From an optimization exercise on the open Yosys and OpenROAD flow, aimed at small area and a short achievable clock period; shortcuts taken in it are not production practice. RTL that was checked went through simulation tests only; none was proved equivalent to the original. Power figures rest on the tool's default switching activity, not on a simulated workload.

==> flow/design.v (excerpt) <==
module gfx_wbs_top
(
  input  logic                                  wbs_clk_i,
  input  logic                                  rst_i,
  input  logic                                  cs_i,
  input  logic                                  cyc_i,
  input  logic                                  stb_i,
  input  logic                                  we_i,
  input  logic [3:0]                            sel_i,
  input  logic [8-1:0]                 adr_i,
  input  logic [32-1:0]                dat_i,
  output logic                                  ack_o,
  output logic                                  err_o,
  output logic [32-1:0]                dat_o,
  input  logic                                  pipeline_ack_i,
  input  logic                                  writer_sint_i,
  input  logic                                  reader_sint_i,
  output logic                                  inta_o,
  output logic [32-1:0]                target_base_o,
  output logic [gfx_reg_pkg::POINT_W-1:0]       target_size_x_o,
  output logic [gfx_reg_pkg::POINT_W-1:0]       target_size_y_o,
  output logic [32-1:0]                dest_x_o,
  output logic [32-1:0]                dest_y_o,
  output logic [32-1:0]                color0_o,
  output logic [7:0]                            global_alpha_o,
  output logic [gfx_reg_pkg::CTRL_DEPTH_W-1:0]  color_depth_o,
  output logic                                  blending_enable_o,
  output logic                                  rect_write_o,
  output logic                                  line_write_o,
  output logic                                  point_write_o
);
Settings: LEC_CHECK=0, CAP_MARGIN=20, CORE_MARGIN=2, CORE_UTILIZATION=72, GPL_TIMING_DRIVEN=0, SLEW_MARGIN=20, SYNTH_HIERARCHICAL=1, SYNTH_MINIMUM_KEEP_SIZE=0, TNS_END_PERCENT=5; clock period 6.0 ns.
standard.sh (not shown) runs the stock make flow with config.mk's settings and CLKGATE_MAP_FILE= SYNTH_SCRIPT=/design/flow/synth_recipe.tcl, a recipe that flattens the netlist after the stock synthesis.
==> flow/flow/run.sh <==
#!/bin/bash
# Standard ORFS layout with these changes:
# - synthesis maps logic with ABC's default script instead of ORFS's speed
#   script (registers are mapped before ABC runs, so they are unchanged),
#   and takes the small gfx_wb_ack module (bus ack/err, the only paths from
#   inputs to outputs) from a hand-mapped netlist, flow/ack_cells.v;
# - smaller port buffers;
# - a clock tree from clock buffers in larger clusters, without dummy loads;
# - timing repair aimed at a shorter period than the clock's.
# Each tool's output is in standard.log and orfs/logs/.
set -uo pipefail
MARGIN=$(cat flow/margin.txt 2>/dev/null || echo 3)
sed 's|log_cmd abc {\*}\$abc_args|log_cmd abc {*}[lrange $abc_args 2 end]|' \
  "$FLOW_HOME/scripts/synth.tcl" > synth_core.tcl
grep -q 'lrange $abc_args 2 end' synth_core.tcl || { echo "synth.tcl patch failed"; exit 1; }
awk -v core="$PWD/synth_core.tcl" -v ack="$PWD/flow/ack_cells.v" '
  /SCRIPTS_DIR\)\/synth.tcl/ { print "source " core; print "delete gfx_wb_ack"; print "read_verilog " ack; print "hierarchy -top $::env(DESIGN_NAME)"; next }
  { print }' synth_recipe.tcl > synth_own.tcl
bash standard.sh SYNTH_SCRIPT=$PWD/synth_own.tcl \
  BUFFER_PORTS_ARGS="-buffer_cell sky130_fd_sc_hd__buf_1" \
  CTS_ARGS="-sink_clustering_enable -repair_clock_nets -dont_use_dummy_load -sink_clustering_size 18 -sink_clustering_max_diameter 50 -buf_list {sky130_fd_sc_hd__clkbuf_8}" \
  SETUP_SLACK_MARGIN=$MARGIN \
  finish > standard.log 2>&1
==> flow/flow/margin.txt <==
3.2
Other scripts of this flow, unchanged in this note and not shown: flow/flow/ack_cells.v
Change:
==> flow/flow/margin.txt (replaced) <==
3.3
--- a/flow/config.mk
+++ b/flow/config.mk
@@ -10,3 +10,2 @@
 export CORE_UTILIZATION = 72
-export GPL_TIMING_DRIVEN = 0
 export SLEW_MARGIN = 20
After rerunning: Final area falls by 2.1%. Via count falls by 7.7%. Wire length falls by 13%. Power falls by 1.7%. Final cell count falls by 4.0%. Worst hold slack loses 8.5 ps. Clock power is about the same.
No run of this note included a check of the RTL's function; only the layout flow was run.


The RTL this note starts from:
==> flow/design.v <==
package gfx_reg_pkg;
  typedef enum logic [8-1:0]
  {
    CONTROL       = 8'h00,
    STATUS        = 8'h04,
    TARGET_BASE   = 8'h08,
    TARGET_SIZE_X = 8'h0C,
    TARGET_SIZE_Y = 8'h10,
    DEST_X        = 8'h14,
    DEST_Y        = 8'h18,
    COLOR0        = 8'h1C,
    ALPHA         = 8'h20
  } gfx_reg_e;
  localparam int POINT_W = 16;
  localparam int CTRL_DEPTH_LSB = 0;
  localparam int CTRL_DEPTH_W   = 2;
  localparam int CTRL_BLEND_BIT = 2;
  localparam int CTRL_RECT_BIT  = 8;
  localparam int CTRL_LINE_BIT  = 9;
  localparam int CTRL_POINT_BIT = 10;
  typedef struct packed
  {
    logic [15:0] count;
    logic [14:0] reserved;
    logic        busy;
  } gfx_status_t;
endpackage
package gfx_ctrl_pkg;
  typedef enum logic
  {
    IDLE = 1'b0,
    BUSY = 1'b1
  } gfx_seq_state_e;
  typedef enum logic [1:0]
  {
    NONE  = 2'd0,
    RECT  = 2'd1,
    LINE  = 2'd2,
    POINT = 2'd3
  } gfx_draw_cmd_e;
endpackage
module gfx_wb_ack
(
  input  logic       cs_i,
  input  logic       cyc_i,
  input  logic       stb_i,
  input  logic       we_i,
  input  logic [3:0] sel_i,
  input  logic       full_i,
  input  logic       rd_ack_q_i,
  output logic       ack_o,
  output logic       err_o
);
  logic acc;
  logic acc32;
  assign acc   = cs_i & cyc_i & stb_i;
  assign acc32 = &sel_i;
  assign ack_o = acc & acc32 & (we_i ? ~full_i : rd_ack_q_i);
  assign err_o = acc & ~acc32;
endmodule
module gfx_wbs_top
(
  input  logic                                  wbs_clk_i,
  input  logic                                  rst_i,
  input  logic                                  cs_i,
  input  logic                                  cyc_i,
  input  logic                                  stb_i,
  input  logic                                  we_i,
  input  logic [3:0]                            sel_i,
  input  logic [8-1:0]                 adr_i,
  input  logic [32-1:0]                dat_i,
  output logic                                  ack_o,
  output logic                                  err_o,
  output logic [32-1:0]                dat_o,
  input  logic                                  pipeline_ack_i,
  input  logic                                  writer_sint_i,
  input  logic                                  reader_sint_i,
  output logic                                  inta_o,
  output logic [32-1:0]                target_base_o,
  output logic [gfx_reg_pkg::POINT_W-1:0]       target_size_x_o,
  output logic [gfx_reg_pkg::POINT_W-1:0]       target_size_y_o,
  output logic [32-1:0]                dest_x_o,
  output logic [32-1:0]                dest_y_o,
  output logic [32-1:0]                color0_o,
  output logic [7:0]                            global_alpha_o,
  output logic [gfx_reg_pkg::CTRL_DEPTH_W-1:0]  color_depth_o,
  output logic                                  blending_enable_o,
  output logic                                  rect_write_o,
  output logic                                  line_write_o,
  output logic                                  point_write_o
);
  localparam int DEPTH = 16;
  localparam logic [2:0] R_CTRL  = 3'd0;
  localparam logic [2:0] R_ALPHA = 3'd1;
  logic       acc, acc32, wr_acc, rd_acc;
  logic [5:0] widx;
  logic       full;
  logic       push;
  logic       rd_ack_q;
  logic       rd_go;
  assign acc    = cs_i & cyc_i & stb_i;
  assign acc32  = &sel_i;
  assign wr_acc = acc & acc32 & we_i;
  assign rd_acc = acc & acc32 & ~we_i;
  assign widx   = adr_i[7:2];
  assign push  = wr_acc & ~full;
  gfx_wb_ack u_ack
  (
    .cs_i       (cs_i),
    .cyc_i      (cyc_i),
    .stb_i      (stb_i),
    .we_i       (we_i),
    .sel_i      (sel_i),
    .full_i     (full),
    .rd_ack_q_i (rd_ack_q),
    .ack_o      (ack_o),
    .err_o      (err_o)
  );
  logic [3:0] enc_code;
  always_comb
  begin
    enc_code[3]   = (widx[5:4] == 2'b00) &
                    (widx[3] ? (widx[2:0] == 3'd0) : (widx[2:0] != 3'd1));
    enc_code[2:0] = widx[3] ? R_ALPHA : widx[2:0];
  end
  logic [35:0] mem [DEPTH];
  logic [4:0]  count;
  logic        pop;
  logic        drain_ok;
  logic [DEPTH-1:0] rd_sel;
  logic [35:0] head;
  assign full = count[4];
  assign pop  = drain_ok & (count != 5'd0);
  always_ff @(posedge wbs_clk_i)
  begin
    if (push)
    begin
      mem[0] <= {enc_code, dat_i};
      for (int i = 1; i < DEPTH; i++)
        mem[i] <= mem[i-1];
    end
  end
  logic [4:0] count_inc;
  logic [4:0] count_dec;
  assign count_inc = count + 5'd1;
  assign count_dec = count - 5'd1;
  always_ff @(posedge wbs_clk_i)
  begin
    if (rst_i)
      count <= '0;
    else if (push & ~pop)
      count <= count_inc;
    else if (pop & ~push)
      count <= count_dec;
  end
  logic [DEPTH-1:0] hsel;
  always_ff @(posedge wbs_clk_i)
  begin
    if (rst_i)
      hsel <= 16'h8000;
    else if (push & ~pop)
      hsel <= {hsel[DEPTH-2:0], hsel[DEPTH-1]};
    else if (pop & ~push)
      hsel <= {hsel[0], hsel[DEPTH-1:1]};
  end
  always_comb
  begin
    head = '0;
    for (int i = 0; i < DEPTH; i++)
    begin
      rd_sel[i] = hsel[i];
      head = head | (mem[i] & {36{rd_sel[i]}});
    end
  end
  logic [31:11] control_hi;
  logic [7:0]  control_lo;
  logic [31:0] target_base_reg;
  logic [31:0] target_size_x_reg;
  logic [31:0] target_size_y_reg;
  logic [31:0] dest_x_reg;
  logic [31:0] dest_y_reg;
  logic [31:0] color0_reg;
  logic [31:0] alpha_reg;
  logic        busy;
  logic [7:0]  wsel;
  logic [31:0] wdat;
  always_comb
  begin
    for (int k = 0; k < 8; k++)
      wsel[k] = rst_i | (pop & head[35] & (head[34:32] == 3'(k)));
    wdat = head[31:0] & {32{~rst_i}};
  end
  always_ff @(posedge wbs_clk_i)
  begin
    if (wsel[R_CTRL])
    begin
      control_hi <= wdat[31:11];
      control_lo <= {wdat[7:1], head[0] | rst_i};
    end
    if (wsel[2]) target_base_reg   <= wdat;
    if (wsel[3]) target_size_x_reg <= wdat;
    if (wsel[4]) target_size_y_reg <= wdat;
    if (wsel[5]) dest_x_reg        <= wdat;
    if (wsel[6]) dest_y_reg        <= wdat;
    if (wsel[7]) color0_reg        <= wdat;
    if (wsel[R_ALPHA]) alpha_reg   <= head[31:0] | {32{rst_i}};
  end
  logic [2:0] draw_q;
  logic       cmd_active;
  always_ff @(posedge wbs_clk_i)
  begin
    draw_q <= (wsel[R_CTRL] & ~rst_i) ? head[10:8] : 3'b000;
  end
  assign cmd_active = |draw_q;
  always_ff @(posedge wbs_clk_i)
  begin
    if (rst_i)
      busy <= 1'b0;
    else if (busy)
      busy <= ~pipeline_ack_i;
    else
      busy <= cmd_active;
  end
  assign drain_ok = ~busy & ~cmd_active;
  always_ff @(posedge wbs_clk_i)
  begin
    inta_o <= ~rst_i & (writer_sint_i | reader_sint_i);
  end
  logic [31:0] rd_mux;
  logic [31:0] rd_dat_q;
  always_comb
  begin
    case (widx)
      6'd0: rd_mux = {control_hi, draw_q, control_lo};
      6'd1: rd_mux = {11'd0, count, 15'd0, busy};
      6'd2: rd_mux = target_base_reg;
      6'd3: rd_mux = target_size_x_reg;
      6'd4: rd_mux = target_size_y_reg;
      6'd5: rd_mux = dest_x_reg;
      6'd6: rd_mux = dest_y_reg;
      6'd7: rd_mux = color0_reg;
      6'd8: rd_mux = alpha_reg;
      default: rd_mux = '0;
    endcase
  end
  assign rd_go = rd_acc & ~rd_ack_q & ~rst_i;
  always_ff @(posedge wbs_clk_i)
  begin
    rd_ack_q <= rd_go;
    rd_dat_q <= rd_go ? rd_mux : 32'd0;
  end
  assign dat_o = rd_dat_q;
  assign target_base_o     = target_base_reg;
  assign target_size_x_o   = target_size_x_reg[15:0];
  assign target_size_y_o   = target_size_y_reg[15:0];
  assign dest_x_o          = dest_x_reg;
  assign dest_y_o          = dest_y_reg;
  assign color0_o          = color0_reg;
  assign global_alpha_o    = alpha_reg[7:0];
  assign color_depth_o     = control_lo[1:0];
  assign blending_enable_o = control_lo[2];
  assign rect_write_o  = draw_q[0];
  assign line_write_o  = draw_q[1] & ~draw_q[0];
  assign point_write_o = draw_q[2] & ~draw_q[1] & ~draw_q[0];
endmodule
export LEC_CHECK = 0
export CAP_MARGIN = 20
export CORE_MARGIN = 2
export CORE_UTILIZATION = 65
export SLEW_MARGIN = 20
export SYNTH_HIERARCHICAL = 1
export SYNTH_MINIMUM_KEEP_SIZE = 0
create_clock -name core_clock -period 6.0 [get_ports {wbs_clk_i}]
==> flow/flow/ack_cells.v <==
// gfx_wb_ack mapped by hand to two levels of gates: the bus handshake
// outputs are the only paths from inputs to outputs, so they set the period.
module gfx_wb_ack(cs_i, cyc_i, stb_i, we_i, sel_i, full_i, rd_ack_q_i, ack_o, err_o);
  input cs_i;
  input cyc_i;
  input stb_i;
  input we_i;
  input [3:0] sel_i;
  input full_i;
  input rd_ack_q_i;
  output ack_o;
  output err_o;
  wire n_sel;
  wire n_acc;
  wire n_full;
  wire n_x;
  // n_sel = ~&sel, n_acc = ~(cs & cyc & stb)
  sky130_fd_sc_hd__nand4_2 u_nsel (.A(sel_i[0]), .B(sel_i[1]), .C(sel_i[2]), .D(sel_i[3]), .Y(n_sel));
  sky130_fd_sc_hd__nand3_2 u_nacc (.A(cs_i), .B(cyc_i), .C(stb_i), .Y(n_acc));
  // n_x = ~(we ? ~full : rd_ack_q)
  sky130_fd_sc_hd__inv_1 u_nfull (.A(full_i), .Y(n_full));
  sky130_fd_sc_hd__mux2i_1 u_nx (.A0(rd_ack_q_i), .A1(n_full), .S(we_i), .Y(n_x));
  // ack = acc & acc32 & x, err = acc & ~acc32
  sky130_fd_sc_hd__nor3_2 u_ack (.A(n_sel), .B(n_acc), .C(n_x), .Y(ack_o));
  sky130_fd_sc_hd__nor2b_1 u_err (.A(n_acc), .B_N(n_sel), .Y(err_o));
endmodule
==> flow/flow/margin.txt <==
3
Scripts as last shown in full above: flow/flow/run.sh
Change:
--- a/flow/flow/run.sh
+++ b/flow/flow/run.sh
@@ -19,5 +19,5 @@
 bash standard.sh SYNTH_SCRIPT=$PWD/synth_own.tcl \
   BUFFER_PORTS_ARGS="-buffer_cell sky130_fd_sc_hd__buf_1" \
-  CTS_ARGS="-sink_clustering_enable -repair_clock_nets -dont_use_dummy_load -sink_clustering_size 18 -sink_clustering_max_diameter 50 -buf_list {sky130_fd_sc_hd__clkbuf_8}" \
+  CTS_ARGS="-sink_clustering_enable -repair_clock_nets -dont_use_dummy_load -sink_clustering_size 20 -sink_clustering_max_diameter 80 -buf_list {sky130_fd_sc_hd__clkbuf_8 sky130_fd_sc_hd__clkbuf_16}" \
   SETUP_SLACK_MARGIN=$MARGIN \
   finish > standard.log 2>&1
--- a/flow/flow/ack_cells.v
+++ b/flow/flow/ack_cells.v
@@ -16,11 +16,11 @@
   wire n_x;
   // n_sel = ~&sel, n_acc = ~(cs & cyc & stb)
-  sky130_fd_sc_hd__nand4_2 u_nsel (.A(sel_i[0]), .B(sel_i[1]), .C(sel_i[2]), .D(sel_i[3]), .Y(n_sel));
-  sky130_fd_sc_hd__nand3_2 u_nacc (.A(cs_i), .B(cyc_i), .C(stb_i), .Y(n_acc));
+  sky130_fd_sc_hd__nand4_1 u_nsel (.A(sel_i[0]), .B(sel_i[1]), .C(sel_i[2]), .D(sel_i[3]), .Y(n_sel));
+  sky130_fd_sc_hd__nand3_1 u_nacc (.A(cs_i), .B(cyc_i), .C(stb_i), .Y(n_acc));
   // n_x = ~(we ? ~full : rd_ack_q)
   sky130_fd_sc_hd__inv_1 u_nfull (.A(full_i), .Y(n_full));
   sky130_fd_sc_hd__mux2i_1 u_nx (.A0(rd_ack_q_i), .A1(n_full), .S(we_i), .Y(n_x));
   // ack = acc & acc32 & x, err = acc & ~acc32
-  sky130_fd_sc_hd__nor3_2 u_ack (.A(n_sel), .B(n_acc), .C(n_x), .Y(ack_o));
+  sky130_fd_sc_hd__nor3_1 u_ack (.A(n_sel), .B(n_acc), .C(n_x), .Y(ack_o));
   sky130_fd_sc_hd__nor2b_1 u_err (.A(n_acc), .B_N(n_sel), .Y(err_o));
 endmodule
Final area goes up slightly.
Power came out higher by a few percent.
Via count went up slightly.
Area after synthesis barely changes.
Global-route usage rose by 0.84 points.
Change:
--- a/flow/flow/run.sh
+++ b/flow/flow/run.sh
@@ -19,5 +19,5 @@
 bash standard.sh SYNTH_SCRIPT=$PWD/synth_own.tcl \
   BUFFER_PORTS_ARGS="-buffer_cell sky130_fd_sc_hd__buf_1" \
-  CTS_ARGS="-sink_clustering_enable -repair_clock_nets -dont_use_dummy_load -sink_clustering_size 20 -sink_clustering_max_diameter 80 -buf_list {sky130_fd_sc_hd__clkbuf_8 sky130_fd_sc_hd__clkbuf_16}" \
+  CTS_ARGS="-sink_clustering_enable -repair_clock_nets -dont_use_dummy_load -sink_clustering_size 18 -sink_clustering_max_diameter 50 -buf_list {sky130_fd_sc_hd__clkbuf_8}" \
   SETUP_SLACK_MARGIN=$MARGIN \
   finish > standard.log 2>&1
--- a/flow/flow/ack_cells.v
+++ b/flow/flow/ack_cells.v
@@ -16,11 +16,11 @@
   wire n_x;
   // n_sel = ~&sel, n_acc = ~(cs & cyc & stb)
-  sky130_fd_sc_hd__nand4_1 u_nsel (.A(sel_i[0]), .B(sel_i[1]), .C(sel_i[2]), .D(sel_i[3]), .Y(n_sel));
-  sky130_fd_sc_hd__nand3_1 u_nacc (.A(cs_i), .B(cyc_i), .C(stb_i), .Y(n_acc));
+  sky130_fd_sc_hd__nand4_2 u_nsel (.A(sel_i[0]), .B(sel_i[1]), .C(sel_i[2]), .D(sel_i[3]), .Y(n_sel));
+  sky130_fd_sc_hd__nand3_2 u_nacc (.A(cs_i), .B(cyc_i), .C(stb_i), .Y(n_acc));
   // n_x = ~(we ? ~full : rd_ack_q)
   sky130_fd_sc_hd__inv_1 u_nfull (.A(full_i), .Y(n_full));
   sky130_fd_sc_hd__mux2i_1 u_nx (.A0(rd_ack_q_i), .A1(n_full), .S(we_i), .Y(n_x));
   // ack = acc & acc32 & x, err = acc & ~acc32
-  sky130_fd_sc_hd__nor3_1 u_ack (.A(n_sel), .B(n_acc), .C(n_x), .Y(ack_o));
+  sky130_fd_sc_hd__nor3_2 u_ack (.A(n_sel), .B(n_acc), .C(n_x), .Y(ack_o));
   sky130_fd_sc_hd__nor2b_1 u_err (.A(n_acc), .B_N(n_sel), .Y(err_o));
 endmodule
==> flow/flow/margin.txt (replaced) <==
3.15
Wire length is lower by about 1.6%; setup slack gains 0.19 ns; via count hardly moves; hold slack gains 0.018 ns; combinational power is higher by about 1%; first-iteration DRC count is lower by 2.8%; power is lower by about 4%; design area is lower by 0.69%; non-clock buffer count is higher by 6.
Change:
==> flow/flow/margin.txt (replaced) <==
3.3
The new run finished with timing, DRC and antenna clean.
Combinational power went up by about 4%.
Total power went up by 2.2%.
Critical path depth does not change.
Synthesized cell count does not change.
Cell area went up by 0.83%.
Sequential share of layout area went down by 0.60 points.
Via count went up by 1.6%.
Flip-flop and latch count does not change.
Change:
--- a/flow/flow/run.sh
+++ b/flow/flow/run.sh
@@ -19,5 +19,5 @@
 bash standard.sh SYNTH_SCRIPT=$PWD/synth_own.tcl \
   BUFFER_PORTS_ARGS="-buffer_cell sky130_fd_sc_hd__buf_1" \
-  CTS_ARGS="-sink_clustering_enable -repair_clock_nets -dont_use_dummy_load -sink_clustering_size 18 -sink_clustering_max_diameter 50 -buf_list {sky130_fd_sc_hd__clkbuf_8}" \
+  CTS_ARGS="-sink_clustering_enable -repair_clock_nets -dont_use_dummy_load -sink_clustering_size 20 -sink_clustering_max_diameter 80 -buf_list {sky130_fd_sc_hd__clkbuf_8 sky130_fd_sc_hd__clkbuf_16}" \
   SETUP_SLACK_MARGIN=$MARGIN \
   finish > standard.log 2>&1
==> flow/flow/margin.txt (replaced) <==
3
Settings changed: CORE_UTILIZATION 65 to 75.
Outcome: Area after synthesis stays the same; worst hold slack improved by 0.0085 ns; non-clock buffer count came out lower by 8; via count rose by 1.3%.

afterwards: timing with drivers on the ports:
No port has a modelled driver above. Below, the same layouts with a new extraction and two added sets of constraints. Step 1 assumes that a clkbuf_16 drives the clock port and a buf_2 every other input. Step 2 times the ports against the registers' clock, not the clock port: input delays grow and output delays shrink by t, the midpoint of the rising clock arrivals with the driver on. Three values: no drivers, after step 1, after step 2; two values: the first two.
| run | shift t [ns] | setup WS [ns] | clock arrival spread, ns | worst register clock-pin slew, ns |
|---|---|---|---|---|
| the first run of note 1 | 0.735 | 2.907 / 2.907 / 2.225 | 0.055 / 0.054 | 0.12 / 0.12 |
| the second run of note 1 | 0.758 | 3.089 / 3.051 / 2.619 | 0.076 / 0.076 | 0.11 / 0.11 |
| the first run of note 2 | 0.738 | 3.012 / 2.981 / 2.497 | 0.063 / 0.063 | 0.11 / 0.11 |
| the second run of note 2 | 0.659 | 2.916 / 2.889 / 2.481 | 0.058 / 0.059 | 0.08 / 0.08 |
| the third run of note 2 | 0.743 | 3.104 / 3.053 / 2.537 | 0.060 / 0.060 | 0.11 / 0.11 |
| the fourth run of note 2 | 0.698 | 3.054 / 2.986 / 2.642 | 0.050 / 0.049 | 0.11 / 0.11 |
| the fifth run of note 2 | 0.651 | 3.040 / 2.978 / 2.433 | 0.031 / 0.031 | 0.08 / 0.08 |
After both steps every run listed still meets setup and hold. The setup slack of the first run of note 1, which loses most, moves by 0.000 ns with the drivers and by -0.682 ns with both steps.
